This design comes from an exercise in tuning for small area and a short achievable clock period on the open sky130 flow, not from production work. The RTL was checked by simulation tests, not by an equivalence proof against the original design. No activity file was given, so power comes from the tool's default toggle rates.

==> inputs of run R <==
// sdfm_regmap
module sdfm_regmap
(
  input  logic                    SYSCLK,
  input  logic                    SYSRSTn,
  input  logic [16-1:0] addr,
  input  logic                    wr,
  input  logic                    rd,
  input  logic [32-1:0]  wdata,
  output logic [32-1:0]  rdata,    
  input  logic [63:0]             filt_data_out,
  input  logic [1:0]              filt_data_update,
  input  logic [63:0]             comp_data_out,
  input  logic [1:0]              comp_data_update,
  input  logic [1:0]              comp_data_low,
  input  logic [1:0]              comp_data_high,
  output logic                    reg_rsten,
  output logic                    reg_clken,
  output logic [15:0]             reg_filtdec,
  output logic [3:0]              reg_filtmode,
  output logic [7:0]              reg_filtdiv,
  output logic [1:0]              reg_filten,
  output logic [1:0]              reg_filtask,
  output logic [3:0]              reg_filtst,
  output logic [9:0]              reg_filtsh,
  output logic [15:0]             reg_compdec,
  output logic [3:0]              reg_compmode,
  output logic [7:0]              reg_compdiv,
  output logic [1:0]              reg_compen,
  output logic [1:0]              reg_compsen,
  output logic [3:0]              reg_compst,
  output logic [1:0]              reg_compilen,
  output logic [1:0]              reg_compihen,
  output logic [1:0]              reg_complclrflg,
  output logic [1:0]              reg_comphclrflg,
  output logic [63:0]             reg_compltrd,
  output logic [63:0]             reg_comphtrd,
  output logic                    irq
);
==> flow/config.mk <==
export PLATFORM = sky130hd
export DESIGN_NAME = sdfm_regmap
export DESIGN_NICKNAME = sdfm_regmap
export VERILOG_FILES = /design/flow/design.v
export SDC_FILE = /design/flow/constraint.sdc
export NUM_CORES = 4
export LEC_CHECK = 0
export CAP_MARGIN = 30
export CORE_MARGIN = 2
export CORE_UTILIZATION = 40
export SETUP_SLACK_MARGIN = 3.4
export SLEW_MARGIN = 40
export SYNTH_HIERARCHICAL = 1
==> flow/constraint.sdc <==
create_clock -name core_clock -period 8.0 [get_ports {SYSCLK}]
set_input_delay 1.6000 -clock core_clock [delete_from_list [all_inputs] [get_ports {SYSCLK}]]
set_output_delay 1.6000 -clock core_clock [all_outputs]
set_load 0.01 [all_outputs]
standard.sh (not shown) runs the stock make flow with config.mk's settings and CLKGATE_MAP_FILE= SYNTH_SCRIPT=/design/flow/synth_recipe.tcl, a recipe that flattens the netlist after the stock synthesis.
==> flow/flow/run.sh <==
#!/bin/bash
# standard layout with plain buf_1 port buffers and a lighter clock tree
set -euo pipefail
export BUFFER_PORTS_ARGS="-buffer_cell sky130_fd_sc_hd__buf_1"
export CTS_ARGS="-sink_clustering_enable -repair_clock_nets -dont_use_dummy_load -buf_list sky130_fd_sc_hd__clkbuf_8 -sink_clustering_size 16 -sink_clustering_max_diameter 50"
bash standard.sh > standard.log 2>&1
==> run F (differences from run R) <==
CAP_MARGIN = 10   (was 30)
CORE_UTILIZATION = 60   (was 40)
SETUP_SLACK_MARGIN = 3.0   (was 3.4)
SLEW_MARGIN = 10   (was 40)
==> run D (differences from run R) <==
--- a/flow/flow/run.sh
+++ b/flow/flow/run.sh
@@ -4,3 +4,4 @@
 export BUFFER_PORTS_ARGS="-buffer_cell sky130_fd_sc_hd__buf_1"
 export CTS_ARGS="-sink_clustering_enable -repair_clock_nets -dont_use_dummy_load -buf_list sky130_fd_sc_hd__clkbuf_8 -sink_clustering_size 16 -sink_clustering_max_diameter 50"
+export RECOVER_POWER=100
 bash standard.sh > standard.log 2>&1
CAP_MARGIN = 10   (was 30)
CORE_UTILIZATION = 60   (was 40)
SETUP_SLACK_MARGIN = 3.0   (was 3.4)
SLEW_MARGIN = 10   (was 40)
==> notes.md <==
Run R went through all stages and came out clean. Run D completed, yet does not pass: max-capacitance violations, max-slew violations. Run F ran to the end with no violations. Flip-flop and latch count is the same in run F and run D. Register-to-register slack: run R > run F > run D. Clock power is about the same in run R and run F. Clock skew: run F < run D < run R. Fmax: run D < run F < run R. In area after synthesis, run D and run F do not differ. Between run R and run F, the lower die area is in run F (gap 49%, measured against run F). Sequential power is about the same in run R and run F.


==> inputs of run a <==
sdfm_regmap, a different RTL version from the one above (not shown whole).
==> flow/design.v (excerpt) <==
module sdfm_regmap
(
  input  logic                    SYSCLK,
  input  logic                    SYSRSTn,
  input  logic [16-1:0] addr,
  input  logic                    wr,
  input  logic                    rd,
  input  logic [32-1:0]  wdata,
  output logic [32-1:0]  rdata,    
  input  logic [63:0]             filt_data_out,
  input  logic [1:0]              filt_data_update,
  input  logic [63:0]             comp_data_out,
  input  logic [1:0]              comp_data_update,
  input  logic [1:0]              comp_data_low,
  input  logic [1:0]              comp_data_high,
  output logic                    reg_rsten,
  output logic                    reg_clken,
  output logic [15:0]             reg_filtdec,
  output logic [3:0]              reg_filtmode,
  output logic [7:0]              reg_filtdiv,
  output logic [1:0]              reg_filten,
  output logic [1:0]              reg_filtask,
  output logic [3:0]              reg_filtst,
  output logic [9:0]              reg_filtsh,
  output logic [15:0]             reg_compdec,
  output logic [3:0]              reg_compmode,
  output logic [7:0]              reg_compdiv,
  output logic [1:0]              reg_compen,
  output logic [1:0]              reg_compsen,
  output logic [3:0]              reg_compst,
  output logic [1:0]              reg_compilen,
  output logic [1:0]              reg_compihen,
  output logic [1:0]              reg_complclrflg,
  output logic [1:0]              reg_comphclrflg,
  output logic [63:0]             reg_compltrd,
  output logic [63:0]             reg_comphtrd,
  output logic                    irq
);
export LEC_CHECK = 0
export CAP_MARGIN = 30
export CORE_MARGIN = 2
export CORE_UTILIZATION = 40
export SETUP_SLACK_MARGIN = 3.5
export SLEW_MARGIN = 40
export SYNTH_HIERARCHICAL = 1
create_clock -name core_clock -period 8.0 [get_ports {SYSCLK}]
==> flow/flow/run.sh <==
#!/bin/bash
# standard layout with plain buf_1 port buffers and a lighter clock tree
set -euo pipefail
export BUFFER_PORTS_ARGS="-buffer_cell sky130_fd_sc_hd__buf_1"
export CTS_ARGS="-sink_clustering_enable -repair_clock_nets -dont_use_dummy_load -buf_list sky130_fd_sc_hd__clkbuf_8 -sink_clustering_size 16 -sink_clustering_max_diameter 50"
bash standard.sh > standard.log 2>&1
==> run b: changes against run a <==
Settings changed: SETUP_SLACK_MARGIN 3.5 to 3.0.
==> impl_metrics.yaml <==
routing:
  drt-met1-wl_mm: 23.38
place:
  place_inst: 1905
outcome:
  status: "finished clean"
sta:
  fin_skew_ns: 0.02701
final_layout:
  drive_gt1_share_pct: 11.56
setup_path:
  r2r_start: "g_ch[0].u_cparm.q[19]"
Source of the figures above: run b

==> impl_metrics.yaml <==
global_routing:
  grt_overflow: 0
routing:
  drt-met1-wl_mm: 24.11
sta:
  fin_skew_ns: 0.01368
min_path:
  whs_path_depth: 1
setup_path:
  cp_common_cell: "buf_12"
final_layout:
  multi_input_area_share_pct: 33.90
  drive_gt1_share_pct: 15.77
die:
  dieWidth_um: 180.2
place:
  place_inst: 1899
outcome:
  status: "finished clean"
Source of the figures above: run a

## static timing again, ports no longer ideal
In the flow no input, the clock included, has a driving cell. The finished layouts below were timed again as built, in two steps. Step 1 (the two cells are an assumption about what drives the block):
set clk [get_ports {SYSCLK}]
set_driving_cell -lib_cell sky130_fd_sc_hd__clkbuf_16 $clk
set_driving_cell -lib_cell sky130_fd_sc_hd__buf_2 [delete_from_list [all_inputs] $clk]
Step 2 moves the port delays by t, midway between the first and last clock arrival at a register: inputs arrive t later, outputs are due t later. That takes back most of the time a late clock gives input paths. Slacks: ideal / step 1 / step 2; pairs: ideal / step 1.
run | t (ns) | setup WS [ns] | slew at the worst register clock pin (ns)
run R | 0.597 | 2.962 / 2.921 / 2.620 | 0.11 / 0.11
run F | 0.596 | 2.946 / 2.904 / 2.904 | 0.10 / 0.10
run D | 0.591 | 2.024 / 2.000 / 1.607 | 0.10 / 0.10
run a | 0.584 | 3.039 / 2.959 / 2.959 | 0.10 / 0.10
run b | 0.569 | 2.861 / 2.693 / 2.693 | 0.10 / 0.10
For run D, which loses most, drivers alone change the setup slack by -0.024 ns; drivers and shift together by -0.417 ns.
